Source: an optimization exercise on an open RTL-to-GDS flow (aim: small area, a short achievable clock period and few clock cycles per item). Production flows keep margins and buffers that such runs may drop. Function was checked by simulation only, so behaviour that the tests miss may differ from the original. No activity file was given, so power comes from the tool's default toggle rates. The clock port is modelled as an ideal driver; clocking choices that lean on that would not hold on a real chip.

## flow/design.v

```verilog
`timescale 1ns/100ps
package cache_pkg;
    localparam int DATA_WIDTH   = 32;
    localparam int ADDRESS_BITS = 32;
    localparam int BYTE_LANES   = DATA_WIDTH / 8;
    typedef logic [DATA_WIDTH-1:0]   word_t;
    typedef logic [ADDRESS_BITS-1:0] addr_t;
    typedef logic [BYTE_LANES-1:0]   byte_en_t;
    typedef logic [3:0]              msg_t;
    localparam msg_t NO_REQ   = 4'd0;
    localparam msg_t R_REQ    = 4'd1;
    localparam msg_t WB_REQ   = 4'd2;
    localparam msg_t FLUSH    = 4'd3;
    localparam msg_t MEM_RESP = 4'd4;
    typedef enum logic [3:0] {
        RESET,
        IDLE,
        CACHE_ACCESS,
        WRITE_BACK,
        WB_WAIT,
        READ_STATE,
        WAIT,
        UPDATE,
        SRV_FLUSH_REQ,
        WAIT_FLUSH_REQ
    } ctrl_state_t;
endpackage
`timescale 1ns/100ps
`timescale 1ns/100ps
`timescale 1ns/100ps
module l1_cache #(
    parameter int INDEX_BITS = 4
) (
    input  logic        clock,
    input  logic        arst_n,
    input  logic        read,
    input  logic        write,
    input  logic        flush,
    input  logic [31:0] address,
    input  logic [31:0] data_in,
    input  logic [3:0]  byte_en,
    input  logic [3:0]  mem2cache_msg,
    input  logic [31:0] mem2cache_data,
    output logic        ready,
    output logic        valid,
    output logic [31:0] data_out,
    output logic [3:0]  cache2mem_msg,
    output logic [31:0] cache2mem_address,
    output logic [31:0] cache2mem_data
);
    localparam int DEPTH    = 1 << INDEX_BITS;
    localparam int TAG_BITS = 32 - 2 - INDEX_BITS;
    localparam logic [1:0] M_NONE  = 2'd0;
    localparam logic [1:0] M_READ  = 2'd1;    
    localparam logic [1:0] M_WB    = 2'd2;    
    localparam logic [1:0] M_FLUSH = 2'd3;    
    logic [DEPTH-1:0]    valid_bits;
    logic [DEPTH-1:0]    dirty_bits;
    logic [TAG_BITS-1:0] tag_mem  [0:DEPTH-1];
    logic [31:0]         data_mem [0:DEPTH-1];
    logic                  s1_v;
    logic                  s1_rd, s1_wr, s1_fl;
    logic [TAG_BITS-1:0]   s1_tag;
    logic [INDEX_BITS-1:0] s1_idx;
    logic [DEPTH-1:0]      s1_oh;       
    logic [31:0]           s1_data;
    logic [3:0]            s1_wbe;      
    logic [TAG_BITS-1:0]   tsel_q;
    logic                  vsel_q, dsel_q;
    logic [1:0]            msg_q;
    logic                  m_gap;       
    logic                  m_wbp;       
    logic [INDEX_BITS-1:0] m_idx;
    logic                  m_rd;
    logic [3:0]            m_keep;      
    logic [29:0]           maddr_q;
    logic [31:0]           out_q;       
    logic                  valid_q;
    logic                  ready_q;
    logic                  fire_q;      
    logic one_request, mem_resp, m_busy, fire, hit, victim_dirty;
    logic s1_v_next, m_busy_next, m_gap_next, m_wbp_next;
    logic [1:0] msg_next;
    logic [TAG_BITS-1:0]   tag_rd;
    logic [31:0]           data_sel;
    logic                  same_line;
    assign one_request = (read & ~write & ~flush) | (~read & write & ~flush) |
                         (~read & ~write & flush);
    assign mem_resp = (mem2cache_msg == 4'd4);
    assign m_busy   = (msg_q != M_NONE) | m_gap;
    assign fire     = fire_q;
    assign hit          = vsel_q & (tsel_q == s1_tag);
    assign victim_dirty = vsel_q & dsel_q;
    logic                  take_addr;
    logic [DEPTH-1:0]      addr_oh, sel_oh, hold_oh, hold_oh_next;
    logic [INDEX_BITS-1:0] s1_idx_next, m_idx_next, hold_idx_next;
    logic                  v_rd, d_rd;
    assign take_addr = (~s1_v | fire) & ~m_wbp;
    always_comb begin
        for (int j = 0; j < DEPTH; j++) begin
            addr_oh[j] = (address[2 +: INDEX_BITS] == j);
        end
    end
    assign sel_oh = take_addr ? addr_oh : hold_oh;
    always_comb begin
        tag_rd = '0;
        v_rd   = 1'b0;
        d_rd   = 1'b0;
        for (int j = 0; j < DEPTH; j++) begin
            tag_rd = tag_rd | (tag_mem[j] & {TAG_BITS{sel_oh[j]}});
            v_rd   = v_rd | (valid_bits[j] & sel_oh[j]);
            d_rd   = d_rd | (dirty_bits[j] & sel_oh[j]);
        end
    end
    assign same_line = fire & (address[2 +: INDEX_BITS] == s1_idx);
    assign s1_idx_next   = (~s1_v | fire) ? address[2 +: INDEX_BITS] : s1_idx;
    assign m_idx_next    = fire ? s1_idx : m_idx;
    assign hold_idx_next = m_wbp_next ? m_idx_next : s1_idx_next;
    always_comb begin
        for (int j = 0; j < DEPTH; j++) begin
            hold_oh_next[j] = (hold_idx_next == j);
        end
    end
    always_ff @(posedge clock) begin
        hold_oh <= hold_oh_next;
    end
    always_comb begin
        data_sel = '0;
        for (int j = 0; j < DEPTH; j++) begin
            data_sel = data_sel | (data_mem[j] & {32{s1_oh[j]}});
        end
    end
    always_ff @(posedge clock) begin
        tsel_q <= tag_rd;
        if (same_line) begin
            vsel_q <= ~s1_fl | (vsel_q & ~hit);
            dsel_q <= s1_wr | dsel_q;
        end else begin
            vsel_q <= v_rd;
            dsel_q <= d_rd;
        end
    end
    always_comb begin
        msg_next   = msg_q;
        m_gap_next = m_gap;
        if (fire) begin
            if (s1_fl) begin
                if (hit & dsel_q) msg_next = M_FLUSH;
            end else if (!hit) begin
                msg_next = victim_dirty ? M_WB : M_READ;
            end
        end else if (m_gap) begin
            msg_next   = M_READ;
            m_gap_next = 1'b0;
        end else if (mem_resp) begin
            msg_next   = M_NONE;
            m_gap_next = (msg_q == M_WB);
        end
    end
    assign m_busy_next = (msg_next != M_NONE) | m_gap_next;
    assign m_wbp_next  = (msg_next == M_WB) | m_gap_next;
    assign s1_v_next   = ready_q ? one_request : (s1_v & ~fire);
    always_ff @(posedge clock or negedge arst_n) begin
        if (!arst_n) begin
            ready_q <= 1'b0;
            fire_q  <= 1'b0;
            s1_v    <= 1'b0;
            msg_q   <= M_NONE;
            m_gap   <= 1'b0;
            m_wbp   <= 1'b0;
            valid_q <= 1'b0;
        end else begin
            ready_q <= ~(s1_v_next & m_busy_next) & ~m_wbp_next;
            fire_q  <= s1_v_next & ~m_busy_next;
            s1_v    <= s1_v_next;
            msg_q   <= msg_next;
            m_gap   <= m_gap_next;
            m_wbp   <= m_wbp_next;
            valid_q <= (fire & s1_rd & hit) |
                       ((msg_q == M_READ) & mem_resp & m_rd);
        end
    end
    always_ff @(posedge clock) begin
        if (~s1_v | fire) begin
            s1_rd   <= read;
            s1_wr   <= write;
            s1_fl   <= flush;
            s1_tag  <= address[31 -: TAG_BITS];
            s1_idx  <= address[2 +: INDEX_BITS];
            s1_data <= data_in;
            s1_wbe  <= write ? byte_en : 4'b0000;
            for (int j = 0; j < DEPTH; j++) begin
                s1_oh[j] <= (address[2 +: INDEX_BITS] == j);
            end
        end
    end
    always_ff @(posedge clock) begin
        if (fire) begin
            m_idx  <= s1_idx;
            m_rd   <= s1_rd;
            m_keep <= s1_wbe;
        end
        if (fire) begin
            maddr_q <= {(victim_dirty ? tsel_q : s1_tag), s1_idx};
        end else if (m_gap) begin
            maddr_q <= {tsel_q, m_idx};
        end
        if (fire) begin
            out_q <= data_sel;
        end else if (msg_q == M_READ) begin
            out_q <= mem2cache_data;
        end
    end
    always_ff @(posedge clock or negedge arst_n) begin
        if (!arst_n) begin
            valid_bits <= '0;
        end else begin
            for (int j = 0; j < DEPTH; j++) begin
                if (fire & s1_oh[j] & (~s1_fl | hit)) valid_bits[j] <= ~s1_fl;
            end
        end
    end
    logic        fill;
    logic [31:0] wdata;
    assign fill  = (msg_q == M_READ);
    assign wdata = m_busy ? mem2cache_data : s1_data;
    always_ff @(posedge clock) begin
        for (int j = 0; j < DEPTH; j++) begin
            if (fire & ~s1_fl & s1_oh[j]) begin
                tag_mem[j]    <= s1_tag;
                dirty_bits[j] <= s1_wr | (hit & dsel_q);
            end
            for (int i = 0; i < 4; i++) begin
                if ((fire & s1_oh[j] & s1_wbe[i]) |
                    (fill & (m_idx == j) & ~m_keep[i])) begin
                    data_mem[j][8*i +: 8] <= wdata[8*i +: 8];
                end
            end
        end
    end
    assign ready             = ready_q;
    assign valid             = valid_q;
    assign data_out          = out_q;
    assign cache2mem_msg     = {2'b00, msg_q};
    assign cache2mem_address = {maddr_q, 2'b00};
    assign cache2mem_data    = out_q;
endmodule
```

## flow/flow/run.sh

```bash
#!/bin/bash
# The standard layout, with two changes:
#  - port buffers are buf_2 cells rather than the default delay buffers;
#  - the clock tree uses clkbuf_16 in clusters of up to 30 sinks and 80 um,
#    without dummy loads.
# make's full output goes to standard.log; each ORFS step keeps its own log
# under orfs/logs/.
set -euo pipefail
cd "$(dirname "$0")/.."
bash standard.sh \
  "BUFFER_PORTS_ARGS=-buffer_cell sky130_fd_sc_hd__buf_2" \
  "CTS_ARGS=-sink_clustering_enable -repair_clock_nets -dont_use_dummy_load -sink_clustering_size 30 -sink_clustering_max_diameter 80 -buf_list {sky130_fd_sc_hd__clkbuf_16}" \
  finish > standard.log 2>&1
```

## flow/standard.sh

```bash
#!/bin/bash
# synth_recipe.tcl (not shown) runs the flow's synth.tcl, then flattens the netlist and writes it again
# the make line also repeats each setting of config.mk as NAME=value (left out here)
make -C /OpenROAD-flow-scripts/flow DESIGN_CONFIG=/design/flow/config.mk WORK_HOME=/design/flow/orfs CLKGATE_MAP_FILE= SYNTH_SCRIPT=/design/flow/synth_recipe.tcl "${@:-finish}"
```

## flow/config.mk

```make
export PLATFORM = sky130hd
export DESIGN_NAME = l1_cache
export DESIGN_NICKNAME = l1_cache
export VERILOG_FILES = /design/flow/design.v
export SDC_FILE = /design/flow/constraint.sdc
export NUM_CORES = 4
export LEC_CHECK = 0
export CAP_MARGIN = 20
export CORE_MARGIN = 2
export CORE_UTILIZATION = 40
export SETUP_SLACK_MARGIN = 2.65
export SLEW_MARGIN = 20
export TNS_END_PERCENT = 100
```

## flow/constraint.sdc

```tcl
create_clock -name core_clock -period 5.0 [get_ports {clock}]
set_input_delay 1.0000 -clock core_clock [delete_from_list [all_inputs] [get_ports {clock}]]
set_output_delay 1.0000 -clock core_clock [all_outputs]
set_load 0.01 [all_outputs]
```

==> impl_summary.txt, run 1 <==
----------------------------------------------------
[Yosys]
  List of most frequent post-synthesis cells ... 1,092 x sky130_fd_sc_hd__edfxtp_1, 160 x sky130_fd_sc_hd__a22oi_1, 159 x sky130_fd_sc_hd__a221oi_1, 159 x sky130_fd_sc_hd__a22o_1, 104 x sky130_fd_sc_hd__o21ai_0
  Top cell type by total area after synthesis ... sky130_fd_sc_hd__edfxtp_1
  Most area-consuming cells after synthesis ... sky130_fd_sc_hd__edfxtp_1 76%, sky130_fd_sc_hd__a221oi_1 3.2%, sky130_fd_sc_hd__a22o_1 3.2%
  Number of distinct library cells after synthesis ... 52
  Top-area cell type share of the netlist area ... 0.757
  Main flop type after synthesis ... sky130_fd_sc_hd__edfxtp_1
  Netlist area before placement ... 43,300 um^2
  Proportion of synthesized flip-flops having asynchronous set or reset ... 0.0205
  Number of enable flip-flop cells after synthesis ... 1,092
  Seq/Total Area, Yosys ... 0.795
  Instance count of the mapped netlist ... 2,492
  Synthesized flop and latch total ... 1,168
  Mean post-synth cell area ... 17.4 um^2
  Most numerous cell in the Yosys netlist ... sky130_fd_sc_hd__edfxtp_1
  Number of warnings reported in the yosys synthesis log ... 3

[Layout]
  Non-filler cells, final ... 4,223
  Footprint of the flip-flops and latches ... 34,400 um^2
  Layout Nets ... 2,929
  Area Overhead vs Synth ... 16.4%
  Area of all placed cells without fillers ... 50,400 um^2
  Filler Cell Count ... 8,961
  Layout cell share with drive strength beyond 1 ... 0.260
  Multi-input gate area ... 9490 um^2

[Clocking]
  Largest buffer count on any clock path ... 3
  H-tree depth ... 2
  CTS tree ... built
  Insertion delay to the later sink of the worst-skew pair ... 710 ps
  Number of buffers added to fix hold violations after cts ... 0
  CTS clock-pin slew for the worst setup and hold paths ... 110 ps
  Number of buffers created by CTS ... 50
  Clock tree root buffer cell ... sky130_fd_sc_hd__clkbuf_16
  Number of sinks handled by clock tree synthesis ... 1,168

[STA]
  RSZ-0062 raised after global routing ... yes
  Relative slew margins ... 0.356
  Max-slew violation total from the final report ... 0
  Setup clock skew after layout ... 85.8 ps
  Portion of the clock cycle consumed by the worst path in the final layout ... 0.509
  Total of endpoints with negative setup slack in the final report ... 0
  Final setup TNS ... 0 ps
  Shortest period the worst path allows ... 2550 ps
  Max Clk Rate ... 0.393 GHz
  Number of hold violations in the final report ... 0
  Actual transition at the worst max-transition pin ... 966 ps

[Critical path]
  Worst reg-to-reg path cell count ... 9
  Peak per-stage delay on the critical path ... 470 ps
  Destination of the worst register-to-register timing path ... hold_oh[6]
  Launching point of the worst reg2reg path ... s1_tag[12]
  Kind of critical path ... reg2reg
  Reg2reg setup slack ... 2450 ps
  Sequence of cells on the critical path ... xnor2_1, nand4_1, nor4_4, buf_6, nand3_4, mux2i_4, a31oi_4, buf_6, mux2i_1
  Required @ worst endpoint ... 5590 ps
  Type of origin of the critical path ... flip-flop
  CP delay by family, top ... simple AND/OR/NAND/NOR gates
  Cell repeated most along the worst path ... sky130_fd_sc_hd__buf_6
  Arrival time reported for the critical path endpoint ... 3130 ps
  Critical Path Start ... s1_tag[12]
  CP bufs+invs ... 2
  Crit path capture type ... flip-flop
  Slowest CP cell ... sky130_fd_sc_hd__edfxtp_1
  Crit Path Max Fanout ... 5

[Floorplanning]
  Die area ... 111,000 um^2
  Overall die height ... 333 um
  Effective utilization at floorplan ... 0.404
  Number of top-level pins ... 211
  Row count ... 120
  Area of the placeable core ... 107,000 um^2
  Width of the chip ... 333 um

[Drt]
  Detailed-route wire length per cell ... 31.5 um
  Vias after detailed routing ... 25,788
  Router iterations before antenna repair ... 6
  Average vias per placed instance ... 6.11
  DR DRC count ... 0
  Post-DRT Antenna Nets ... 0
  Violation count after the first detailed-route iteration ... 3,795
  Total wire length after detailed routing ... 133,000 um

[Power]
  VDD IR max ... 409 uV
  Share of power burned in combinational logic ... 0.330
  Sequential share of power ... 0.507
  Clock power frac ... 0.163
  Switching share of power ... 0.349
  Standby leakage power ... 16.5 nW
  Cell internal power dissipation ... 18.4 mW
  Power Density ... 562 nW/um^2
  Power dissipated by switching net loads ... 9.90 mW

[Global route]
  GR Overflow Total ... 0
  Wire length of the first global-routing pass ... 179,000 um
  Pin count of the biggest net entering global routing ... 98
  Antenna violations before repair ... 6
  Via count of the first global-routing pass ... 24,592
  GR Util All Layers ... 0.225

[Placement]
  Quantity of I/O buffers inserted on ports ... 204
  Placed instance count ... 4,007
  Placer's final routability congestion estimate ... 0.804
  Estimated wirelength of the detail-placed design ... 65,500 um
  Post-detailed-placement cell area ... 46,300 um^2

[Outcome]
  Result of the run ... finished clean

[Flow run]
  MaxCap Viol Count ... 0

[Min path]
  Path category of the worst min-delay check ... in2async

----------------------------------------------------
==> final cells by class <==
| type | count | share of cell area |
|---|---|---|
| sequential | 1168 | 0.683 |
| multi-input combinational | 1151 | 0.188 |
| timing repair buffer | 436 | 0.0684 |
| antenna | 2 | 0.0000992 |
| clock buffer | 50 | 0.0248 |
| inverter | 13 | 0.00104 |
| tap | 1403 | 0.0348 |
==> state kept, by name (all words and copies together), names as in the netlist, 2 cells and up <==
name        cells
msg_q           2
s1_idx          4
s1_data        32
out_q          32
tsel_q         26
valid_bits     16
dirty_bits     16
hold_oh        16
s1_wbe          4
maddr_q        30
s1_tag         26
data_mem      512
m_idx           4
s1_oh          16
m_keep          4
tag_mem       416
==> power by group through the flow <==
| stage | sequential, mW | clock [mW] | combinational (mW) |
|---|---|---|---|
| finish | 14.4 | 4.61 | 9.36 |
| global route | 14.5 | 4.96 | 9.80 |
| CTS | 14.3 | 4.66 | 8.61 |
| detailed placement | 14.9 | 0 | 7.40 |
| global placement | 14.8 | 0 | 7.27 |
| floorplan | 14.4 | 0 | 4.61 |
==> worst register-to-register path: cells and delay by family, from the launching register on <==
| family | cells | cell delay (ps) |
|---|---|---|
| muxes | 2 | 450 |
| DFF | 1 | 470 |
| xor gates and xnor gates | 1 | 300 |
| and+or+nand+nor | 3 | 650 |
| AOI/OAI and AO/OA | 1 | 250 |
| buffers and inverters | 2 | 360 |
==> stage by stage <==
stage	setup WS, ps	total power [mW]	hold WS (ps)	utilization
CTS	2480	27.6	301	0.459
finish	2450	28.3	315	0.471
global route	2400	29.3	334	0.471
global placement	1780	22.0	454	0.432
floorplan	2440	19.0	424	-
detailed placement	1720	22.3	467	0.432
==> cell usage in the layout, fill, tap and decap left out, types with 5 or more instances in the layout <==
cell type / Yosys / layout
sky130_fd_sc_hd__dfxtp_1: 52 / 52
sky130_fd_sc_hd__a22oi_1: 160 / 160
sky130_fd_sc_hd__mux2i_1: 20 / 16
sky130_fd_sc_hd__and3_1: 10 / 10
sky130_fd_sc_hd__clkbuf_16: 0 / 52
sky130_fd_sc_hd__nor2_2: 1 / 5
sky130_fd_sc_hd__buf_4: 37 / 171
sky130_fd_sc_hd__mux2_4: 4 / 14
sky130_fd_sc_hd__nor2_1: 101 / 79
sky130_fd_sc_hd__o21ai_0: 104 / 66
sky130_fd_sc_hd__buf_12: 1 / 40
sky130_fd_sc_hd__inv_1: 13 / 11
sky130_fd_sc_hd__a22o_1: 159 / 159
sky130_fd_sc_hd__a221oi_1: 159 / 105
sky130_fd_sc_hd__nor2b_1: 8 / 6
sky130_fd_sc_hd__and2_1: 8 / 8
sky130_fd_sc_hd__mux2_8: 0 / 16
sky130_fd_sc_hd__xor2_1: 6 / 6
sky130_fd_sc_hd__mux2_2: 74 / 62
sky130_fd_sc_hd__dfrtp_1: 24 / 20
sky130_fd_sc_hd__edfxtp_1: 1092 / 1092
sky130_fd_sc_hd__xnor2_1: 22 / 19
sky130_fd_sc_hd__buf_2: 15 / 202
sky130_fd_sc_hd__o21ai_4: 0 / 27
sky130_fd_sc_hd__o21ai_1: 0 / 7
sky130_fd_sc_hd__a21oi_1: 29 / 29
sky130_fd_sc_hd__nand3_1: 94 / 90
sky130_fd_sc_hd__nand4_1: 56 / 56
sky130_fd_sc_hd__nor3_2: 0 / 7
sky130_fd_sc_hd__nor2_4: 0 / 18
sky130_fd_sc_hd__a221oi_2: 0 / 54
sky130_fd_sc_hd__buf_6: 2 / 14
sky130_fd_sc_hd__nand2_1: 72 / 70
sky130_fd_sc_hd__a41oi_1: 9 / 9
==> routing by layer <==
layer,vias up,wire length [um],GRT usage
met3,283,12300,0.0338
met2,1525,64800,0.381
met1,13252,50800,0.298
li1,10728,-,-
met4,0,5330,0.0734
met5,-,0,0
==> kinds of logic after synthesis <==
logic type / count (synthesis) / synth area share
multiplexers: 98 / 0.0252
flip-flops: 1168 / 0.795
AND/OR/NAND/NOR: 375 / 0.0422
AO/OA/AOI/OAI: 632 / 0.111
buffers and inverters: 190 / 0.0208
other: 1 / 0.0000865
XOR/XNOR: 28 / 0.00566
==> timing repair <==
item / 4_1_cts / 5_1_grt
endpoints found under the setup margin: 1171 / 148
cloned: 12 / 8
gates resized for setup: 118 / 64
pin swaps: 23 / 19
setup buffers: 75 / 68
endpoints found under the hold margin: 0 / 0
==> how the worst max path moves through the flow <==
stage | end | slack, ps | depth (start not counted)
after floorplan | hold_oh[0] | 2440 | 8
after global placement | data_mem[9][24] | 1780 | 4
after detailed placement | data_mem[3][1] | 1720 | 4
after CTS | hold_oh[6] | 2480 | 9
after global routing | hold_oh[7] | 2400 | 9
final | hold_oh[6] | 2450 | 9
Testbench counts, summed over its fixed seeds: cycles 51,789, items 12,000.
==> inputs of run 2 (changes only) <==
--- a/flow/config.mk
+++ b/flow/config.mk
@@ -8,6 +8,6 @@
 export CAP_MARGIN = 20
 export CORE_MARGIN = 2
 export CORE_UTILIZATION = 40
-export SETUP_SLACK_MARGIN = 2.65
+export SETUP_SLACK_MARGIN = 2.3
 export SLEW_MARGIN = 20
 export TNS_END_PERCENT = 100
==> run 2 against run 1 <==
Compared with the run above:
- power shrank 4.8%
- critical endpoint is now data_mem[8][26]
- largest cell class unchanged
- synthesized area is the same
- synthesized cell count is the same
- global-route usage shrank 1.0 points
- highest routed layer is now met5
- clock-buffer cell count shrank 1
- first-iteration DRC count shrank 13%
- largest power group unchanged
- clock power shrank 1%
- flip-flop and latch count is the same
==> impl_summary.txt, run 2 <==
----------------------------------------------------
[Drt]
  Vias after detailed routing ... 24,869 (-3.6%)
  Average vias per placed instance ... 6.03 (-1.3%)
  Violation count after the first detailed-route iteration ... 3,293 (-13%)
  Post-DRT Antenna Nets ... 0 (unchanged)
  DR DRC count ... 0 (unchanged)
  Router iterations before antenna repair ... 6 (unchanged)
  Total wire length after detailed routing ... 122,000 um (-8.2%)
  Detailed-route wire length per cell ... 29.6 um (-6.0%)

[Placement]
  Quantity of I/O buffers inserted on ports ... 204 (unchanged)
  Estimated wirelength of the detail-placed design ... 66,300 um (+1.3%)
  Placer's final routability congestion estimate ... 0.804 (about the same)
  Post-detailed-placement cell area ... 46,200 um^2 (-0.28%)

[Global route]
  Pin count of the biggest net entering global routing ... 97 (-1.0%)
  GR Util All Layers ... 0.215 (-0.0103)
  Wire length of the first global-routing pass ... 173,000 um (-3.8%)
  GR Overflow Total ... 0 (unchanged)
  Antenna violations before repair ... 7 (+1)
  Via count of the first global-routing pass ... 24,172 (-1.7%)

[Critical path]
  Peak per-stage delay on the critical path ... 710 ps (+240 ps)
  CP bufs+invs ... 0 (-2)
  Required @ worst endpoint ... 5270 ps (-320 ps)
  Crit path capture type ... flip-flop
  Arrival time reported for the critical path endpoint ... 2950 ps (-180 ps)
  CP delay by family, top ... simple AND/OR/NAND/NOR gates
  Slowest CP cell ... sky130_fd_sc_hd__o21ai_2
  Sequence of cells on the critical path ... nand2b_1, nor3_1, nand2_1, o21ai_2
  Type of origin of the critical path ... flip-flop
  Kind of critical path ... reg2reg
  Crit Path Max Fanout ... 8 (+3)

[STA]
  Final setup TNS ... 0 ps (unchanged)
  Max Clk Rate ... 0.373 GHz (-5.1%)
  Fin Hold WS ... 318 ps (+2.57 ps)
  Shortest period the worst path allows ... 2680 ps (+137 ps)
  Portion of the clock cycle consumed by the worst path in the final layout ... 0.537 (+0.0275)
  Number of hold violations in the final report ... 0 (unchanged)
  Relative slew margins ... 0.240 (-0.115)
  Total of endpoints with negative setup slack in the final report ... 0 (unchanged)
  Max-slew violation total from the final report ... 0 (unchanged)
  Actual transition at the worst max-transition pin ... 1140 ps (+171 ps)
  RSZ-0062 raised after global routing ... yes
  Setup clock skew after layout ... 74.9 ps (-10.9 ps)

[Yosys]
  Number of distinct library cells after synthesis ... 52 (unchanged)
  Most numerous cell in the Yosys netlist ... sky130_fd_sc_hd__edfxtp_1
  Top-area cell type share of the netlist area ... 0.757 (unchanged)
  List of most frequent post-synthesis cells ... 1,092 x sky130_fd_sc_hd__edfxtp_1, 160 x sky130_fd_sc_hd__a22oi_1, 159 x sky130_fd_sc_hd__a221oi_1, 159 x sky130_fd_sc_hd__a22o_1, 104 x sky130_fd_sc_hd__o21ai_0
  Number of enable flip-flop cells after synthesis ... 1,092 (unchanged)
  Seq/Total Area, Yosys ... 0.795 (unchanged)
  Number of warnings reported in the yosys synthesis log ... 3 (unchanged)
  Most area-consuming cells after synthesis ... sky130_fd_sc_hd__edfxtp_1 76%, sky130_fd_sc_hd__a221oi_1 3.2%, sky130_fd_sc_hd__a22o_1 3.2%
  Main flop type after synthesis ... sky130_fd_sc_hd__edfxtp_1
  Netlist area before placement ... 43,300 um^2 (unchanged)
  Proportion of synthesized flip-flops having asynchronous set or reset ... 0.0205 (unchanged)
  Mean post-synth cell area ... 17.4 um^2 (unchanged)
  Top cell type by total area after synthesis ... sky130_fd_sc_hd__edfxtp_1
  Instance count of the mapped netlist ... 2,492 (unchanged)
  Synthesized flop and latch total ... 1,168 (unchanged)

[Layout]
  Top library cells by usage in the layout, fill and taps aside ... 1,092 x sky130_fd_sc_hd__edfxtp_1, 204 x sky130_fd_sc_hd__buf_2, 160 x sky130_fd_sc_hd__a22oi_1
  Layout cell share with drive strength beyond 1 ... 0.196 (-0.0637)
  Largest register FFs ... 512 (unchanged)
  Layout Nets ... 2,835 (-3.2%)
  Most common library cell in the layout ignoring fill and taps ... sky130_fd_sc_hd__edfxtp_1
  Area of all placed cells without fillers ... 48,100 um^2 (-4.7%)
  Filler Cell Count ... 9,209 (+2.8%)
  Largest regs ... data_mem: 512 flops, tag_mem: 416 flops
  Register containing the most flip-flops in the final layout ... data_mem
  Area Overhead vs Synth ... 10.9%
  Number of antenna cells inserted ... 0 (-2)
  Share of the core filled with cells in the final layout ... 0.448 (-0.0221)

[Power]
  Clock power frac ... 0.169 (+0.006)
  Power Density ... 561 nW/um^2 (about the same)
  Switching share of power ... 0.344 (-0.00576)
  VDD IR max ... 479 uV (+17%)
  Cell internal power dissipation ... 17.7 mW (-3.9%)
  Post-layout power ... 27.0 mW (-4.8%)
  Sequential share of power ... 0.529 (+0.022)
  Share of power burned in combinational logic ... 0.302 (-0.028)
  Standby leakage power ... 15.6 nW (-5.7%)
  Power dissipated by switching net loads ... 9.28 mW (-6.3%)

[Clocking]
  Insertion delay to the later sink of the worst-skew pair ... 680 ps (-30 ps)
  Clock tree root buffer cell ... sky130_fd_sc_hd__clkbuf_16
  Number of buffers created by CTS ... 49 (-2.0%)
  H-tree depth ... 2 (unchanged)
  Number of sinks handled by clock tree synthesis ... 1,168 (unchanged)
  Largest buffer count on any clock path ... 3 (unchanged)
  CTS clock-pin slew for the worst setup and hold paths ... 120 ps (about the same)
  CTS tree ... built
  Number of buffers added to fix hold violations after cts ... 0 (unchanged)

[Floorplanning]
  Overall die height ... 333 um (unchanged)
  Width of the chip ... 333 um (unchanged)
  Die area ... 111,000 um^2 (unchanged)
  Row count ... 120 (unchanged)
  Area of the placeable core ... 107,000 um^2 (unchanged)
  Number of top-level pins ... 211 (unchanged)
  Effective utilization at floorplan ... 0.404 (unchanged)

[Min path]
  Path category of the worst min-delay check ... in2async

[Flow run]
  MaxCap Viol Count ... 0 (unchanged)

[Outcome]
  Result of the run ... finished clean

----------------------------------------------------
run 2: changes by cell type in the layout (fill, tap and decap cells not counted), sizes merged:
cell    change
nor2        +2
clkbuf      -3
diode       -2
buf        -79
or2         +1
bufbuf      -1
mux2       -14
run 2: cell type report:
type	instances	area [um^2]	share of cell area
Inverter	13	52.6	0.00109
Sequential cell	1168	34400	0.716
Timing Repair Buffer	354	2220	0.0462
Tap cell	1403	1760	0.0365
Clock buffer	49	1230	0.0255
Multi-Input combinational cell	1140	8380	0.174
run 2: worst paths after layout:
kind	startpoint	to	cells past startpoint	slack [ps]
min in group core_clock	tag_mem[13][0]	tsel_q[0]	2	480
setup reg to reg	msg_q[1]	data_mem[8][26]	4	2320
hold / removal	arst_n	valid_bits[5]	1	320
setup / recovery	msg_q[1]	data_mem[8][26]	4	2320
hold reg to reg	tag_mem[13][0]	tsel_q[0]	2	480
max in group asynchronous	arst_n	fire_q	1	4210
run 2: power groups by stage:
stage               Clock [mW]  Combinational, mW  Sequential, mW
floorplan                    0               4.47            14.4
global placement             0               7.21            14.8
detailed placement           0               7.33            14.9
CTS                       4.62               7.83            14.4
global route              4.93               8.66            14.4
finish                    4.55               8.16            14.3
run 2: cell families after synthesis:
| group | synth area share |
|---|---|
| other cells | 0.0000865 |
| flops | 0.795 |
| buf+inv | 0.0208 |
| xor+xnor | 0.00566 |
| mux | 0.0252 |
| simple gates | 0.0422 |
| compound gates | 0.111 |
run 2: stage by stage:
| stage | setup slack, ps | std cells |
|---|---|---|
| 2_1_floorplan | 2370 | 2495 |
| 3_3_place_gp | 1590 | 4017 |
| 3_5_place_dp | 1480 | 4019 |
| 4_1_cts | 2220 | 4098 |
| 5_1_grt | 2300 | 4127 |
| 6_report | 2320 | 4127 |
run 2: worst register-to-register path: cells and delay by family (launching register included):
family,cells,cell delay [ps]
AO/OA/AOI/OAI,1,710
flip-flops,1,490
AND/OR/NAND/NOR,3,1080
run 2: repair_timing:
| item | in CTS | in global routing |
|---|---|---|
| setup endpoints to repair | 744 | 158 |
| gates cloned | 3 | 0 |
| pin swaps | 5 | 2 |
| resized for setup | 32 | 12 |
| buffers inserted | 27 | 29 |
run 2: metal layers:
metal  wire, um  track usage  vias to the layer above
met5         10            0                        -
met4       2380       0.0478                        2
met3      10000       0.0329                      146
met2      60700        0.366                     1273
met1      49200        0.290                    12899
li1           -            -                    10549
==> inputs of run 3 (changes only) <==
--- a/flow/config.mk
+++ b/flow/config.mk
@@ -8,6 +8,6 @@
 export CAP_MARGIN = 20
 export CORE_MARGIN = 2
 export CORE_UTILIZATION = 40
-export SETUP_SLACK_MARGIN = 2.3
+export SETUP_SLACK_MARGIN = 2.45
 export SLEW_MARGIN = 20
 export TNS_END_PERCENT = 100
==> run 3 against run 2 <==
Compared with the run above:
- still clean
- synthesized cell count unchanged
- sequential share of layout area down 0.62 points
- clock power about the same
- global-route usage up 0.072 points
- clock skew down 15 ps
- hold slack better by 16 ps
- flip-flop and latch count unchanged
- non-clock buffer count up 12
- wire length up 0.12%
- critical path depth up 4
- synthesized area unchanged
==> impl_summary.txt, run 3 <==
----------------------------------------------------
[Outcome]
  Result of the run ... finished clean

[Yosys]
  Synthesized flop and latch total ... 1,168 (unchanged)
  Mean post-synth cell area ... 17.4 um^2 (unchanged)
  Main flop type after synthesis ... sky130_fd_sc_hd__edfxtp_1
  Proportion of synthesized flip-flops having asynchronous set or reset ... 0.0205 (unchanged)
  Top-area cell type share of the netlist area ... 0.757 (unchanged)
  Number of enable flip-flop cells after synthesis ... 1,092 (unchanged)
  Most area-consuming cells after synthesis ... sky130_fd_sc_hd__edfxtp_1 76%, sky130_fd_sc_hd__a221oi_1 3.2%, sky130_fd_sc_hd__a22o_1 3.2%
  List of most frequent post-synthesis cells ... 1,092 x sky130_fd_sc_hd__edfxtp_1, 160 x sky130_fd_sc_hd__a22oi_1, 159 x sky130_fd_sc_hd__a221oi_1, 159 x sky130_fd_sc_hd__a22o_1, 104 x sky130_fd_sc_hd__o21ai_0
  Instance count of the mapped netlist ... 2,492 (unchanged)
  Number of distinct library cells after synthesis ... 52 (unchanged)
  Number of warnings reported in the yosys synthesis log ... 3 (unchanged)
  Netlist area before placement ... 43,300 um^2 (unchanged)
  Seq/Total Area, Yosys ... 0.795 (unchanged)
  Top cell type by total area after synthesis ... sky130_fd_sc_hd__edfxtp_1
  Most numerous cell in the Yosys netlist ... sky130_fd_sc_hd__edfxtp_1

[Critical path]
  Type of origin of the critical path ... flip-flop
  CP delay by family, top ... simple AND/OR/NAND/NOR gates
  Kind of critical path ... reg2reg
  Arrival time reported for the critical path endpoint ... 3100 ps (+150 ps)
  Crit Path Max Fanout ... 9 (+1)
  CP bufs+invs ... 1 (+1)
  Peak per-stage delay on the critical path ... 510 ps (-200 ps)
  Launching point of the worst reg2reg path ... s1_tag[17]
  Worst reg-to-reg path cell count ... 8 (+4)
  Destination of the worst register-to-register timing path ... hold_oh[10]
  Reg2reg setup slack ... 2480 ps (+160 ps)
  Sequence of cells on the critical path ... xor2_2, nor4_4, nor3b_4, nand3_4, mux2i_1, a31oi_4, buf_12, mux2i_2
  Required @ worst endpoint ... 5580 ps (+310 ps)
  Crit path capture type ... flip-flop
  Slowest CP cell ... sky130_fd_sc_hd__edfxtp_1

[Clocking]
  Number of sinks handled by clock tree synthesis ... 1,168 (unchanged)
  H-tree depth ... 2 (unchanged)
  Insertion delay to the later sink of the worst-skew pair ... 660 ps (-20 ps)
  CTS tree ... built
  Number of buffers added to fix hold violations after cts ... 0 (unchanged)
  CTS clock-pin slew for the worst setup and hold paths ... 120 ps (about the same)
  Clock tree root buffer cell ... sky130_fd_sc_hd__clkbuf_16
  Largest buffer count on any clock path ... 3 (unchanged)
  Number of buffers created by CTS ... 49 (unchanged)

[Floorplanning]
  Row count ... 120 (unchanged)
  Number of top-level pins ... 211 (unchanged)
  Overall die height ... 333 um (unchanged)
  Area of the placeable core ... 107,000 um^2 (unchanged)
  Effective utilization at floorplan ... 0.404 (unchanged)
  Width of the chip ... 333 um (unchanged)
  Die area ... 111,000 um^2 (unchanged)

[STA]
  Max-slew violation total from the final report ... 0 (unchanged)
  Max Clk Rate ... 0.396 GHz (+6.3%)
  Setup clock skew after layout ... 60.2 ps (-14.7 ps)
  Actual transition at the worst max-transition pin ... 1090 ps (-42.5 ps)
  Shortest period the worst path allows ... 2520 ps (-160 ps)
  Number of hold violations in the final report ... 0 (unchanged)
  Final setup TNS ... 0 ps (unchanged)
  Portion of the clock cycle consumed by the worst path in the final layout ... 0.505 (-0.0320)
  Total of endpoints with negative setup slack in the final report ... 0 (unchanged)
  RSZ-0062 raised after global routing ... yes
  Relative slew margins ... 0.260 (+0.0198)

[Global route]
  GR Util All Layers ... 0.215 (+0.000717)
  Wire length of the first global-routing pass ... 173,000 um (+0.20%)
  Antenna violations before repair ... 7 (unchanged)
  Pin count of the biggest net entering global routing ... 96 (-1.0%)
  Via count of the first global-routing pass ... 24,430 (+1.1%)
  GR Overflow Total ... 0 (unchanged)

[Placement]
  Placer's final routability congestion estimate ... 0.803 (-0.12%)
  Placed instance count ... 4,021 (+0.050%)
  Estimated wirelength of the detail-placed design ... 66,600 um (+0.48%)
  Quantity of I/O buffers inserted on ports ... 204 (unchanged)

[Power]
  Standby leakage power ... 15.7 nW (+0.87%)
  VDD IR max ... 322 uV (-33%)
  Power Density ... 560 nW/um^2 (-0.20%)

[Drt]
  Post-DRT Antenna Nets ... 0 (unchanged)
  DR DRC count ... 0 (unchanged)
  Average vias per placed instance ... 6.05 (+0.45%)
  Vias after detailed routing ... 25,060 (+0.77%)
  Violation count after the first detailed-route iteration ... 3,434 (+4.3%)
  Total wire length after detailed routing ... 122,000 um (+0.12%)
  Detailed-route wire length per cell ... 29.6 um (-0.20%)
  Router iterations before antenna repair ... 8 (+2)

[Flow run]
  MaxCap Viol Count ... 0 (unchanged)

[Layout]
  Top library cells by usage in the layout, fill and taps aside ... 1,092 x sky130_fd_sc_hd__edfxtp_1, 204 x sky130_fd_sc_hd__buf_2, 160 x sky130_fd_sc_hd__a22oi_1
  Area Overhead vs Synth ... 11.9%
  Layout cell share with drive strength beyond 1 ... 0.205 (+0.00879)
  Most common library cell in the layout ignoring fill and taps ... sky130_fd_sc_hd__edfxtp_1
  Largest regs ... data_mem: 512 flops, tag_mem: 416 flops
  Register containing the most flip-flops in the final layout ... data_mem
  Largest register FFs ... 512 (unchanged)
  Layout Nets ... 2,845 (+0.35%)
  Non-filler cells, final ... 4,140 (+0.31%)

[Min path]
  Path category of the worst min-delay check ... in2async

----------------------------------------------------
-- run 3: cell counts after synthesis --
No cell type changed its count.
-- run 3: power by group --
part	total, mW	switching, mW	internal (mW)
clock	4.54	2.78	1.76
sequential	14.3	0.897	13.4
combinational	8.29	5.68	2.61
-- run 3: cell type report --
type	count	area, um^2
diodes	3	7.51
clock buffers	49	1230
fillers	9140	58700
inverters	13	52.6
multi-input cells	1138	8590
flip-flops and latches	1168	34400
well taps	1403	1760
repair buffers	366	2420
-- run 3: timing repair --
item | CTS | global route
resized for setup | 49 | 27
endpoints found under the setup margin | 922 | 219
pin swaps | 12 | 6
gates cloned | 1 | 2
setup buffers | 50 | 14
-- run 3: how the worst max path moves through the flow --
stage                startpoint  slack [ps]  depth (start not counted)        endpoint
3_3_place_gp          s1_tag[1]        1260                          7     hold_oh[15]
6_report             s1_tag[17]        2480                          8     hold_oh[10]
4_1_cts                msg_q[0]        2250                          5  data_mem[2][3]
3_5_place_dp          s1_tag[1]        1490                          7     hold_oh[10]
5_1_grt               s1_tag[1]        2380                          9     hold_oh[15]
2_1_floorplan  mem2cache_msg[1]        2440                          8      hold_oh[0]
-- run 3: per-stage QoR --
step	power, mW	util	hold slack [ps]	cell area (um^2)	setup WS (ps)
2_1_floorplan	18.9	-	424	43500	2440
3_3_place_gp	22.0	0.431	454	46200	1260
3_5_place_dp	22.3	0.431	467	46200	1490
4_1_cts	27.1	0.449	319	48200	2250
5_1_grt	28.2	0.452	351	48500	2380
6_report	27.2	0.452	333	48500	2480
-- run 3: routing by layer --
layer  track usage  routed length [um]  share of wire
met1         0.290               48700           0.40
met2         0.362               59500           0.49
met3        0.0356               10800          0.088
met4        0.0588                3480          0.028
met5             0                  10       0.000082
-- run 3: cells by family (layout without fill, tap and decap cells) --
logic type      count (synthesis)  after routing  share of synthesized area
compound gates                632            632                      0.111
xor+xnor                       28             28                    0.00566
buf+inv                       190            428                     0.0208
flops                        1168           1168                      0.795
mux                            98             98                     0.0252
other cells                     1              7                  0.0000865
simple gates                  375            376                     0.0422
-- run 3: worst reg2reg max path, stage by stage (launching register included) --
cell and delay (ps):
sky130_fd_sc_hd__edfxtp_1 510, sky130_fd_sc_hd__xor2_2 210, sky130_fd_sc_hd__nor4_4 400, sky130_fd_sc_hd__nor3b_4 310, sky130_fd_sc_hd__nand3_4 110, sky130_fd_sc_hd__mux2i_1 190
sky130_fd_sc_hd__a31oi_4 280, sky130_fd_sc_hd__buf_12 190, sky130_fd_sc_hd__mux2i_2 230
==> inputs of run 4 (changes only) <==
--- a/flow/config.mk
+++ b/flow/config.mk
@@ -8,6 +8,7 @@
 export CAP_MARGIN = 20
 export CORE_MARGIN = 2
 export CORE_UTILIZATION = 40
+export PLACE_DENSITY = 0.75
 export SETUP_SLACK_MARGIN = 2.45
 export SLEW_MARGIN = 20
 export TNS_END_PERCENT = 100
==> run 4 against run 3 <==
Compared with the run above:
- sequential power barely moved
- synthesized cell count did not move
- combinational power rose by 2.5%
- wire length rose by 0.85%
- final area rose by 0.45%
- clock skew fell by 15 ps
- maximum frequency fell by 1.7%
- largest power group unchanged
==> impl_summary.txt, run 4 <==
----------------------------------------------------
[Outcome]
  Result of the run ... finished clean

[STA]
  Actual transition at the worst max-transition pin ... 1100 ps (+7.60 ps)
  Number of hold violations in the final report ... 0 (unchanged)
  Final setup TNS ... 0 ps (unchanged)
  Max-slew violation total from the final report ... 0 (unchanged)
  RSZ-0062 raised after global routing ... no
  Total of endpoints with negative setup slack in the final report ... 0 (unchanged)
  Fin Hold WS ... 352 ps (+18.2 ps)
  Shortest period the worst path allows ... 2570 ps (+44.7 ps)
  Setup clock skew after layout ... 44.8 ps (-15.4 ps)
  Relative slew margins ... 0.264 (+0.00347)
  Max Clk Rate ... 0.389 GHz (-1.7%)
  Portion of the clock cycle consumed by the worst path in the final layout ... 0.514 (+0.00894)

[Power]
  Post-layout power ... 27.3 mW (+0.33%)
  Power Density ... 560 nW/um^2 (-0.12%)
  VDD IR max ... 388 uV (+20%)
  Standby leakage power ... 15.8 nW (+0.92%)

[Layout]
  Largest regs ... data_mem: 512 flops, tag_mem: 416 flops
  Largest register FFs ... 512 (unchanged)
  Layout Nets ... 2,883 (+1.3%)
  Most common library cell in the layout ignoring fill and taps ... sky130_fd_sc_hd__edfxtp_1
  Layout cell share with drive strength beyond 1 ... 0.211 (+0.00621)
  Filler Cell Count ... 8,994 (-1.6%)
  Top library cells by usage in the layout, fill and taps aside ... 1,092 x sky130_fd_sc_hd__edfxtp_1, 204 x sky130_fd_sc_hd__buf_2, 175 x sky130_fd_sc_hd__buf_4
  Area Overhead vs Synth ... 12.4%
  Area of all placed cells without fillers ... 48,700 um^2 (+0.45%)
  Register containing the most flip-flops in the final layout ... data_mem
  Non-filler cells, final ... 4,180 (+0.97%)

[Critical path]
  Crit path capture type ... flip-flop
  Kind of critical path ... reg2reg
  Peak per-stage delay on the critical path ... 570 ps (+60 ps)
  Sequence of cells on the critical path ... nor2b_4, nor2_4, buf_4, buf_12, buf_12, mux2_4, a22o_1, a221oi_1, nand4_1
  Slowest CP cell ... sky130_fd_sc_hd__dfrtp_4
  Cell repeated most along the worst path ... sky130_fd_sc_hd__buf_12
  Crit Path Max Fanout ... 11 (+2)
  Required @ worst endpoint ... 5500 ps (-80 ps)
  Arrival time reported for the critical path endpoint ... 3070 ps (-30 ps)
  Type of origin of the critical path ... flip-flop

[Clocking]
  Number of buffers created by CTS ... 45 (-8.2%)
  Insertion delay to the later sink of the worst-skew pair ... 660 ps (about the same)
  H-tree depth ... 2 (unchanged)
  CTS tree ... built
  Number of sinks handled by clock tree synthesis ... 1,168 (unchanged)
  Clock tree root buffer cell ... sky130_fd_sc_hd__clkbuf_16
  CTS clock-pin slew for the worst setup and hold paths ... 110 ps (about the same)
  Largest buffer count on any clock path ... 3 (unchanged)

[Flow run]
  MaxCap Viol Count ... 0 (unchanged)

[Yosys]
  Number of distinct library cells after synthesis ... 52 (unchanged)
  Simple-gate portion of the synthesized area ... 0.0422 (unchanged)
  Number of warnings reported in the yosys synthesis log ... 3 (unchanged)
  Main flop type after synthesis ... sky130_fd_sc_hd__edfxtp_1
  XOR/XNOR Fraction of Synth Area ... 0.00566 (unchanged)
  Share of synthesized area spent on multiplexers ... 0.0252 (unchanged)
  Synthesized-area fraction occupied by adder cells ... 0 (unchanged)
  Proportion of synthesized flip-flops having asynchronous set or reset ... 0.0205 (unchanged)
  Area fraction in compound gates after synthesis ... 0.111 (unchanged)
  Top cell type by total area after synthesis ... sky130_fd_sc_hd__edfxtp_1
  Most numerous cell in the Yosys netlist ... sky130_fd_sc_hd__edfxtp_1
  Netlist area before placement ... 43,300 um^2 (unchanged)
  Mean post-synth cell area ... 17.4 um^2 (unchanged)
  Seq/Total Area, Yosys ... 0.795 (unchanged)
  Most area-consuming cells after synthesis ... sky130_fd_sc_hd__edfxtp_1 76%, sky130_fd_sc_hd__a221oi_1 3.2%, sky130_fd_sc_hd__a22o_1 3.2%
  Instance count of the mapped netlist ... 2,492 (unchanged)
  List of most frequent post-synthesis cells ... 1,092 x sky130_fd_sc_hd__edfxtp_1, 160 x sky130_fd_sc_hd__a22oi_1, 159 x sky130_fd_sc_hd__a221oi_1, 159 x sky130_fd_sc_hd__a22o_1, 104 x sky130_fd_sc_hd__o21ai_0
  Largest family of logic cells by synthesized area ... compound AO/OA/AOI/OAI gates
  Top-area cell type share of the netlist area ... 0.757 (unchanged)
  Number of enable flip-flop cells after synthesis ... 1,092 (unchanged)
  Synthesized flop and latch total ... 1,168 (unchanged)

[Floorplanning]
  Number of top-level pins ... 211 (unchanged)
  Row count ... 120 (unchanged)
  Area of the placeable core ... 107,000 um^2 (unchanged)
  Die area ... 111,000 um^2 (unchanged)
  Width of the chip ... 333 um (unchanged)
  Overall die height ... 333 um (unchanged)
  Effective utilization at floorplan ... 0.404 (unchanged)

[Min path]
  Path category of the worst min-delay check ... in2async

[Placement]
  Estimated wirelength of the detail-placed design ... 65,900 um (-1.1%)
  Placed instance count ... 4,030 (+0.22%)
  Post-detailed-placement cell area ... 46,200 um^2 (about the same)
  Quantity of I/O buffers inserted on ports ... 204 (unchanged)
  Placer's final routability congestion estimate ... 0.847 (+5.4%)

[Global route]
  Antenna violations before repair ... 12 (+5)
  GR Util All Layers ... 0.205 (-0.0103)
  GR Overflow Total ... 0 (unchanged)
  Pin count of the biggest net entering global routing ... 108 (+13%)
  Via count of the first global-routing pass ... 24,162 (-1.1%)
  Wire length of the first global-routing pass ... 167,000 um (-3.6%)

[Drt]
  Router iterations before antenna repair ... 5 (-3)
  Detailed-route wire length per cell ... 29.5 um (-0.11%)
  Average vias per placed instance ... 6.20 (+2.4%)
  Vias after detailed routing ... 25,918 (+3.4%)
  Total wire length after detailed routing ... 124,000 um (+0.85%)
  Violation count after the first detailed-route iteration ... 4,000 (+16%)
  Post-DRT Antenna Nets ... 0 (unchanged)
  DR DRC count ... 0 (unchanged)

----------------------------------------------------
==> run 4: cell count changes in the layout (fill, tap and decap cells not counted), sizes merged <==
cell    delta
buf       +30
clkbuf     -5
diode      +2
mux2      +11
nor2       +2
==> run 4: what timing repair did <==
| action | 4_1_cts | 5_1_grt |
|---|---|---|
| resized for setup | 39 | 23 |
| pin swaps | 11 | 8 |
| hold buffers | 0 | 0 |
| buffers inserted | 43 | 39 |
| cloned | 5 | 11 |
| setup endpoints to repair | 378 | 130 |
==> run 4: routing by layer <==
layer	vias to the layer above	wire length, um	GRT usage
li1	10652	-	-
met4	10	3590	0.0550
met5	-	59	0.00434
met3	266	18400	0.0530
met1	12947	44300	0.278
met2	2043	57200	0.328
==> run 4: area by class of cell <==
class / instances / area, um^2 / area share
inverter: 13 / 52.6 / 0.00108
timing repair buffer: 395 / 2640 / 0.0543
tap: 1403 / 1760 / 0.0360
clock buffer: 45 / 1130 / 0.0231
antenna: 5 / 12.5 / 0.000257
sequential: 1168 / 34400 / 0.707
multi-input combinational: 1151 / 8680 / 0.178
==> run 4: logic make-up after synthesis <==
family                 Yosys count
flip-flops                    1168
AO/OA/AOI/OAI                  632
AND/OR/NAND/NOR                375
buffers and inverters          190
multiplexers                    98
XOR/XNOR                        28
other                            1
==> run 4: worst paths after layout <==
check | start | end | slack, ps | cells past startpoint
min in group core_clock | s1_rd | m_rd | 460 | 0
setup reg to reg | fire_q | tsel_q[24] | 2430 | 9
hold / removal | arst_n | valid_bits[10] | 350 | 1
hold reg to reg | s1_rd | m_rd | 460 | 0
max in group asynchronous | arst_n | fire_q | 4170 | 1
setup / recovery | fire_q | tsel_q[24] | 2430 | 9
==> run 4: critical path: cells and delay by family (launching register included) <==
kind,cells,cell delay [ps]
mux,1,440
compound gates,2,570
simple gates,3,350
flops,1,570
buf+inv,3,480
==> run 4: power by group <==
part,internal [mW],leakage [nW],switching [mW],total [mW]
combinational,2.73,4.58,5.77,8.50
sequential,13.5,10.7,0.930,14.4
clock,1.63,0.555,2.75,4.38
total,17.8,15.8,9.45,27.3
==> run 4: stage by stage <==
step	util	setup slack, ps
floorplan	-	2440
global placement	0.431	1310
detailed placement	0.431	1290
CTS	0.448	2360
global route	0.454	2400
finish	0.454	2430
==> inputs of run 5 (changes only) <==
==> flow/flow/run.sh (replaced) <==
#!/bin/bash
# The standard layout, with two changes:
#  - port buffers are buf_2 cells rather than the default delay buffers;
#  - the clock tree uses clkbuf_16 in clusters of up to 25 sinks and 70 um,
#    without dummy loads.
# make's full output goes to standard.log; each ORFS step keeps its own log
# under orfs/logs/.
set -euo pipefail
cd "$(dirname "$0")/.."
bash standard.sh \
  "BUFFER_PORTS_ARGS=-buffer_cell sky130_fd_sc_hd__buf_2" \
  "CTS_ARGS=-sink_clustering_enable -repair_clock_nets -dont_use_dummy_load -sink_clustering_size 25 -sink_clustering_max_diameter 70 -buf_list {sky130_fd_sc_hd__clkbuf_16}" \
  finish > standard.log 2>&1
--- a/flow/config.mk
+++ b/flow/config.mk
@@ -8,7 +8,6 @@
 export CAP_MARGIN = 20
 export CORE_MARGIN = 2
 export CORE_UTILIZATION = 40
-export PLACE_DENSITY = 0.75
 export SETUP_SLACK_MARGIN = 2.45
 export SLEW_MARGIN = 20
 export TNS_END_PERCENT = 100
==> run 5 against run 4 <==
Compared with the run above:
- synthesized area did not move
- final area rose by 1.0%
- cell count barely moved
- maximum frequency fell by 1.2%
- wire length rose by 1.5%
- non-clock buffer count fell by 18
- die area did not move
- via count fell by 2.6%
==> impl_summary.txt, run 5 <==
----------------------------------------------------
[STA]
  Actual transition at the worst max-transition pin ... 1090 ps (-11.4 ps)
  Shortest period the worst path allows ... 2600 ps (+31.1 ps)
  Relative slew margins ... 0.263 (-0.000887)
  Total of endpoints with negative setup slack in the final report ... 0 (unchanged)
  Max-slew violation total from the final report ... 0 (unchanged)
  RSZ-0062 raised after global routing ... yes
  Setup clock skew after layout ... 111 ps (+66.0 ps)
  Final setup TNS ... 0 ps (unchanged)
  Max Clk Rate ... 0.385 GHz (-1.2%)
  Portion of the clock cycle consumed by the worst path in the final layout ... 0.520 (+0.00621)
  Fin Hold WS ... 329 ps (-22.5 ps)
  Number of hold violations in the final report ... 0 (unchanged)

[Clocking]
  Insertion delay to the later sink of the worst-skew pair ... 670 ps (about the same)
  Clock tree root buffer cell ... sky130_fd_sc_hd__clkbuf_16
  CTS clock-pin slew for the worst setup and hold paths ... 100 ps (about the same)
  Number of buffers created by CTS ... 70 (+56%)
  Number of buffers added to fix hold violations after cts ... 0 (unchanged)
  H-tree depth ... 3 (+1)
  CTS tree ... built
  Number of sinks handled by clock tree synthesis ... 1,168 (unchanged)
  Largest buffer count on any clock path ... 3 (unchanged)

[Yosys]
  Main flop type after synthesis ... sky130_fd_sc_hd__edfxtp_1
  List of most frequent post-synthesis cells ... 1,092 x sky130_fd_sc_hd__edfxtp_1, 160 x sky130_fd_sc_hd__a22oi_1, 159 x sky130_fd_sc_hd__a221oi_1, 159 x sky130_fd_sc_hd__a22o_1, 104 x sky130_fd_sc_hd__o21ai_0
  Number of enable flip-flop cells after synthesis ... 1,092 (unchanged)
  Top cell type by total area after synthesis ... sky130_fd_sc_hd__edfxtp_1
  Most area-consuming cells after synthesis ... sky130_fd_sc_hd__edfxtp_1 76%, sky130_fd_sc_hd__a221oi_1 3.2%, sky130_fd_sc_hd__a22o_1 3.2%
  Mean post-synth cell area ... 17.4 um^2 (unchanged)
  Netlist area before placement ... 43,300 um^2 (unchanged)
  Proportion of synthesized flip-flops having asynchronous set or reset ... 0.0205 (unchanged)
  Number of distinct library cells after synthesis ... 52 (unchanged)
  Synthesized flop and latch total ... 1,168 (unchanged)
  Most numerous cell in the Yosys netlist ... sky130_fd_sc_hd__edfxtp_1
  Top-area cell type share of the netlist area ... 0.757 (unchanged)
  Number of warnings reported in the yosys synthesis log ... 3 (unchanged)
  Seq/Total Area, Yosys ... 0.795 (unchanged)
  Instance count of the mapped netlist ... 2,492 (unchanged)

[Drt]
  Total wire length after detailed routing ... 125,000 um (+1.5%)
  Router iterations before antenna repair ... 6 (+1)
  Vias after detailed routing ... 25,255 (-2.6%)
  Violation count after the first detailed-route iteration ... 3,367 (-16%)
  Average vias per placed instance ... 6.05 (-2.5%)
  DR DRC count ... 0 (unchanged)
  Post-DRT Antenna Nets ... 0 (unchanged)
  Detailed-route wire length per cell ... 30.0 um (+1.6%)

[Layout]
  Share of the core filled with cells in the final layout ... 0.459 (+0.00475)
  Multi-input gate area ... 8630 um^2 (-0.61%)
  Layout Nets ... 2,882 (-0.035%)
  Layout cell share with drive strength beyond 1 ... 0.217 (+0.00513)
  Top library cells by usage in the layout, fill and taps aside ... 1,092 x sky130_fd_sc_hd__edfxtp_1, 204 x sky130_fd_sc_hd__buf_2, 160 x sky130_fd_sc_hd__a22oi_1
  Largest register FFs ... 512 (unchanged)
  Area of all placed cells without fillers ... 49,200 um^2 (+1.0%)
  Footprint of the flip-flops and latches ... 34,400 um^2 (unchanged)
  Largest regs ... data_mem: 512 flops, tag_mem: 416 flops
  Register containing the most flip-flops in the final layout ... data_mem
  Filler Cell Count ... 9,057 (+0.70%)
  Area Overhead vs Synth ... 13.6%
  Most common library cell in the layout ignoring fill and taps ... sky130_fd_sc_hd__edfxtp_1

[Power]
  Standby leakage power ... 16.1 nW (+1.4%)
  Power Density ... 574 nW/um^2 (+2.5%)
  Post-layout power ... 28.2 mW (+3.6%)
  VDD IR max ... 330 uV (-15%)

[Floorplanning]
  Row count ... 120 (unchanged)
  Area of the placeable core ... 107,000 um^2 (unchanged)
  Effective utilization at floorplan ... 0.404 (unchanged)
  Die area ... 111,000 um^2 (unchanged)
  Number of top-level pins ... 211 (unchanged)
  Overall die height ... 333 um (unchanged)
  Width of the chip ... 333 um (unchanged)

[Critical path]
  Critical Path Start ... address[4]
  Crit path capture type ... flip-flop
  Sequence of cells on the critical path ... buf_2, nand2_1, nor2_1, mux2_2, a221oi_1, and3_1, a31oi_1
  CP delay by family, top ... multiplexers
  Slowest CP cell ... sky130_fd_sc_hd__mux2_2
  Type of origin of the critical path ... input pin
  Critical path capture point ... vsel_q
  Crit Path Max Fanout ... 28 (+17)
  CP bufs+invs ... 1 (-2)
  Kind of critical path ... in2reg
  Peak per-stage delay on the critical path ... 910 ps (+340 ps)
  Launching point of the worst reg2reg path ... s1_tag[17]
  Stages on the worst setup path ... 7 (-2)
  Destination of the worst register-to-register timing path ... hold_oh[0]
  Required @ worst endpoint ... 5610 ps (+110 ps)
  Arrival time reported for the critical path endpoint ... 3210 ps (+140 ps)
  Reg2reg setup slack ... 2440 ps (about the same)
  Worst reg-to-reg path cell count ... 9 (unchanged)

[Global route]
  Antenna violations before repair ... 7 (-5)
  Pin count of the biggest net entering global routing ... 96 (-11%)
  Wire length of the first global-routing pass ... 173,000 um (+4.1%)
  GR Overflow Total ... 0 (unchanged)
  GR Util All Layers ... 0.217 (+0.0116)
  Via count of the first global-routing pass ... 24,574 (+1.7%)

[Placement]
  Estimated wirelength of the detail-placed design ... 66,600 um (+1.1%)
  Placer's final routability congestion estimate ... 0.803 (-5.2%)
  Quantity of I/O buffers inserted on ports ... 204 (unchanged)
  Post-detailed-placement cell area ... 46,200 um^2 (about the same)

[Flow run]
  MaxCap Viol Count ... 0 (unchanged)

[Min path]
  Path category of the worst min-delay check ... in2async

[Outcome]
  Result of the run ... finished clean

----------------------------------------------------
run 5: cell count changes in the layout (fill, tap and decap cells not counted), sizes merged:
cell,delta
diode,-2
nor2,-2
clkbuf,+26
mux2,-6
buf,-19
run 5: worst min path at each step:
stage	startpoint	to	slack, ps	cells past startpoint
6_report	arst_n	valid_bits[9]	330	1
3_3_place_gp	tag_mem[13][13]	tsel_q[13]	450	2
3_5_place_dp	tag_mem[10][25]	tsel_q[25]	470	2
5_1_grt	arst_n	valid_bits[7]	350	1
2_1_floorplan	s1_wbe[0]	m_keep[0]	420	0
4_1_cts	arst_n	valid_bits[7]	310	1
run 5: power breakdown:
part           total, mW  internal (mW)  switching [mW]
sequential          14.4           13.5           0.908
combinational       8.45           2.69            5.76
clock               5.43           2.49            2.94
run 5: kinds of logic (layout without fill, tap and decap cells):
kind of cell	Yosys count	in the layout	synth area share
flip-flops	1168	1168	0.795
AO/OA/AOI/OAI	632	632	0.111
AND/OR/NAND/NOR	375	376	0.0422
buffers and inverters	190	460	0.0208
multiplexers	98	103	0.0252
XOR/XNOR	28	28	0.00566
other	1	7	0.0000865
run 5: timing repair:
item,CTS,global route
endpoints found under the setup margin,916,232
resized for setup,43,33
buffers inserted,56,20
gates cloned,1,6
pin swaps,14,7
run 5: layout make-up:
| type | count | share of cell area |
|---|---|---|
| clock buffers | 70 | 0.0356 |
| diodes | 3 | 0.000153 |
| repair buffers | 377 | 0.0525 |
| multi-input cells | 1143 | 0.175 |
| inverters | 13 | 0.00107 |
| well taps | 1403 | 0.0357 |
| flip-flops and latches | 1168 | 0.700 |
run 5: metrics by stage:
step / cells / setup slack [ps]
finish: 4177 / 2400
global route: 4174 / 2360
CTS: 4148 / 2170
detailed placement: 4021 / 1490
global placement: 4017 / 1260
floorplan: 2495 / 2440
run 5: per-layer routing:
metal / wire length, um / global-route usage / share of wire / vias up
li1: - / - / - / 10647
met1: 49900 / 0.293 / 0.40 / 12979
met2: 60500 / 0.359 / 0.48 / 1393
met3: 11400 / 0.0367 / 0.091 / 234
met4: 3640 / 0.0637 / 0.029 / 2
met5: 10 / 0 / 0.000080 / -
==> inputs of run 6 (changes only) <==
==> flow/flow/run.sh (replaced) <==
#!/bin/bash
# The standard layout, with two changes:
#  - port buffers are buf_2 cells rather than the default delay buffers;
#  - the clock tree uses clkbuf_8/clkbuf_16 in clusters of up to 30 sinks and 80 um,
#    without dummy loads.
# make's full output goes to standard.log; each ORFS step keeps its own log
# under orfs/logs/.
set -euo pipefail
cd "$(dirname "$0")/.."
bash standard.sh \
  "BUFFER_PORTS_ARGS=-buffer_cell sky130_fd_sc_hd__buf_2" \
  "CTS_ARGS=-sink_clustering_enable -repair_clock_nets -dont_use_dummy_load -sink_clustering_size 30 -sink_clustering_max_diameter 80 -buf_list {sky130_fd_sc_hd__clkbuf_8 sky130_fd_sc_hd__clkbuf_16}" \
  finish > standard.log 2>&1
==> run 6 against run 5 <==
Compared with the run above:
- critical endpoint is now hold_oh[10]
- sequential power about the same
- utilization decreased by 0.68 points
- critical path depth increased by 1
- largest power group unchanged
- clock skew decreased by 51 ps
- register-to-register slack improved by 40 ps
==> impl_summary.txt, run 6 <==
----------------------------------------------------
[Yosys]
  Number of warnings reported in the yosys synthesis log ... 3 (unchanged)
  Most area-consuming cells after synthesis ... sky130_fd_sc_hd__edfxtp_1 76%, sky130_fd_sc_hd__a221oi_1 3.2%, sky130_fd_sc_hd__a22o_1 3.2%
  Top-area cell type share of the netlist area ... 0.757 (unchanged)
  Proportion of synthesized flip-flops having asynchronous set or reset ... 0.0205 (unchanged)
  Netlist area before placement ... 43,300 um^2 (unchanged)
  Most numerous cell in the Yosys netlist ... sky130_fd_sc_hd__edfxtp_1
  Main flop type after synthesis ... sky130_fd_sc_hd__edfxtp_1
  Seq/Total Area, Yosys ... 0.795 (unchanged)
  Number of enable flip-flop cells after synthesis ... 1,092 (unchanged)
  Instance count of the mapped netlist ... 2,492 (unchanged)
  Top cell type by total area after synthesis ... sky130_fd_sc_hd__edfxtp_1
  List of most frequent post-synthesis cells ... 1,092 x sky130_fd_sc_hd__edfxtp_1, 160 x sky130_fd_sc_hd__a22oi_1, 159 x sky130_fd_sc_hd__a221oi_1, 159 x sky130_fd_sc_hd__a22o_1, 104 x sky130_fd_sc_hd__o21ai_0

[Drt]
  Violation count after the first detailed-route iteration ... 3,434 (+2.0%)
  Router iterations before antenna repair ... 8 (+2)
  Vias after detailed routing ... 25,060 (-0.77%)
  Total wire length after detailed routing ... 122,000 um (-2.3%)
  DR DRC count ... 0 (unchanged)
  Detailed-route wire length per cell ... 29.6 um (-1.5%)

[Global route]
  GR Overflow Total ... 0 (unchanged)
  Pin count of the biggest net entering global routing ... 96 (unchanged)
  Via count of the first global-routing pass ... 24,430 (-0.59%)
  GR Util All Layers ... 0.215 (-0.00122)
  Antenna violations before repair ... 7 (unchanged)
  Wire length of the first global-routing pass ... 173,000 um (-0.31%)

[Power]
  Power Density ... 560 nW/um^2 (-2.3%)
  Standby leakage power ... 15.7 nW (-2.3%)
  Post-layout power ... 27.2 mW (-3.8%)
  VDD IR max ... 322 uV (-2.3%)

[Placement]
  Post-detailed-placement cell area ... 46,200 um^2 (unchanged)
  Quantity of I/O buffers inserted on ports ... 204 (unchanged)
  Estimated wirelength of the detail-placed design ... 66,600 um (unchanged)
  Placed instance count ... 4,021 (unchanged)

[Floorplanning]
  Number of top-level pins ... 211 (unchanged)
  Die area ... 111,000 um^2 (unchanged)
  Overall die height ... 333 um (unchanged)
  Effective utilization at floorplan ... 0.404 (unchanged)
  Area of the placeable core ... 107,000 um^2 (unchanged)

[Layout]
  Largest regs ... data_mem: 512 flops, tag_mem: 416 flops
  Top library cells by usage in the layout, fill and taps aside ... 1,092 x sky130_fd_sc_hd__edfxtp_1, 204 x sky130_fd_sc_hd__buf_2, 160 x sky130_fd_sc_hd__a22oi_1
  Register containing the most flip-flops in the final layout ... data_mem
  Layout cell share with drive strength beyond 1 ... 0.205 (-0.0113)
  Largest register FFs ... 512 (unchanged)
  Area of all placed cells without fillers ... 48,500 um^2 (-1.5%)
  Layout Nets ... 2,845 (-1.3%)
  Area Overhead vs Synth ... 11.9%
  Non-filler cells, final ... 4,140 (-0.89%)
  Most common library cell in the layout ignoring fill and taps ... sky130_fd_sc_hd__edfxtp_1

[STA]
  Number of hold violations in the final report ... 0 (unchanged)
  Final setup TNS ... 0 ps (unchanged)
  Actual transition at the worst max-transition pin ... 1090 ps (+3.82 ps)
  Total of endpoints with negative setup slack in the final report ... 0 (unchanged)
  Portion of the clock cycle consumed by the worst path in the final layout ... 0.505 (-0.0152)
  Shortest period the worst path allows ... 2520 ps (-75.8 ps)
  RSZ-0062 raised after global routing ... yes
  Setup clock skew after layout ... 60.2 ps (-50.5 ps)
  Max Clk Rate ... 0.396 GHz (+3.0%)

[Clocking]
  Number of buffers created by CTS ... 49 (-30%)
  Insertion delay to the later sink of the worst-skew pair ... 660 ps (about the same)
  CTS tree ... built
  Number of sinks handled by clock tree synthesis ... 1,168 (unchanged)
  Clock tree root buffer cell ... sky130_fd_sc_hd__clkbuf_16
  Number of buffers added to fix hold violations after cts ... 0 (unchanged)
  Largest buffer count on any clock path ... 3 (unchanged)

[Critical path]
  Kind of critical path ... reg2reg
  Arrival time reported for the critical path endpoint ... 3100 ps (-110 ps)
  Required @ worst endpoint ... 5580 ps (-30 ps)
  Worst reg-to-reg path cell count ... 8 (-1)
  Type of origin of the critical path ... flip-flop
  Crit Path Max Fanout ... 9 (-68%)

[Outcome]
  Result of the run ... finished clean

[Min path]
  Path category of the worst min-delay check ... in2async

----------------------------------------------------
[run 6: changes by cell type in the layout (fill, tap and decap cells not counted), sizes merged]
cell    change
clkbuf     -21
mux2        -5
buf        -11
[run 6: cell families after synthesis]
kind of cell           count (synthesis)  share of synthesized area
XOR/XNOR                              28                    0.00566
AO/OA/AOI/OAI                        632                      0.111
flip-flops                          1168                      0.795
multiplexers                          98                     0.0252
buffers and inverters                190                     0.0208
AND/OR/NAND/NOR                      375                     0.0422
other                                  1                  0.0000865
[run 6: worst paths after layout]
check,to,slack [ps],start
max in group asynchronous,fire_q,4190,arst_n
setup / recovery,hold_oh[10],2480,s1_tag[17]
min in group core_clock,tsel_q[23],480,tag_mem[0][23]
hold / removal,valid_bits[7],330,arst_n
hold reg to reg,tsel_q[23],480,tag_mem[0][23]
setup reg to reg,hold_oh[10],2480,s1_tag[17]
[run 6: where the power goes]
part	leakage (nW)	internal (mW)	switching [mW]	total (mW)
logic	4.39	2.61	5.68	8.29
clock network	0.604	1.76	2.78	4.54
registers	10.7	13.4	0.897	14.3
[run 6: area by class of cell]
class	instances	area, um^2
repair buffers	366	2420
well taps	1403	1760
diodes	3	7.51
clock buffers	49	1230
inverters	13	52.6
multi-input cells	1138	8590
flip-flops and latches	1168	34400
fillers	9140	58700
[run 6: per-layer routing]
layer / track usage / wire length, um / up-vias
li1: - / - / 10546
met1: 0.290 / 48700 / 12917
met2: 0.362 / 59500 / 1374
met3: 0.0356 / 10800 / 221
met4: 0.0588 / 3480 / 2
met5: 0 / 10 / -
[run 6: critical path, cell delays in order, from the launching register on]
cell and delay [ps]:
sky130_fd_sc_hd__edfxtp_1 510, sky130_fd_sc_hd__xor2_2 200, sky130_fd_sc_hd__nor4_4 400, sky130_fd_sc_hd__nor3b_4 310
sky130_fd_sc_hd__nand3_4 110, sky130_fd_sc_hd__mux2i_1 190, sky130_fd_sc_hd__a31oi_4 280, sky130_fd_sc_hd__buf_12 190
sky130_fd_sc_hd__mux2i_2 220
[run 6: through the flow]
| stage | util | setup slack (ps) | hold WS (ps) |
|---|---|---|---|
| floorplan | - | 2440 | 424 |
| global placement | 0.431 | 1260 | 454 |
| detailed placement | 0.431 | 1490 | 467 |
| CTS | 0.449 | 2250 | 319 |
| global route | 0.452 | 2380 | 351 |
| finish | 0.452 | 2480 | 333 |
[run 6: repair_timing]
action                     CTS  global route
pin swaps                   12             6
setup buffers               50            14
setup endpoints to repair  922           219
gates resized for setup     49            27
gates cloned                 1             2

Setup slack of run 6, layout unchanged: 2.476 ns with ideal ports, 2.476 ns with driving cells assumed (clock clkbuf_16, inputs buf_2), 1.837 ns with port delays also shifted by the 0.714 ns mid clock arrival.
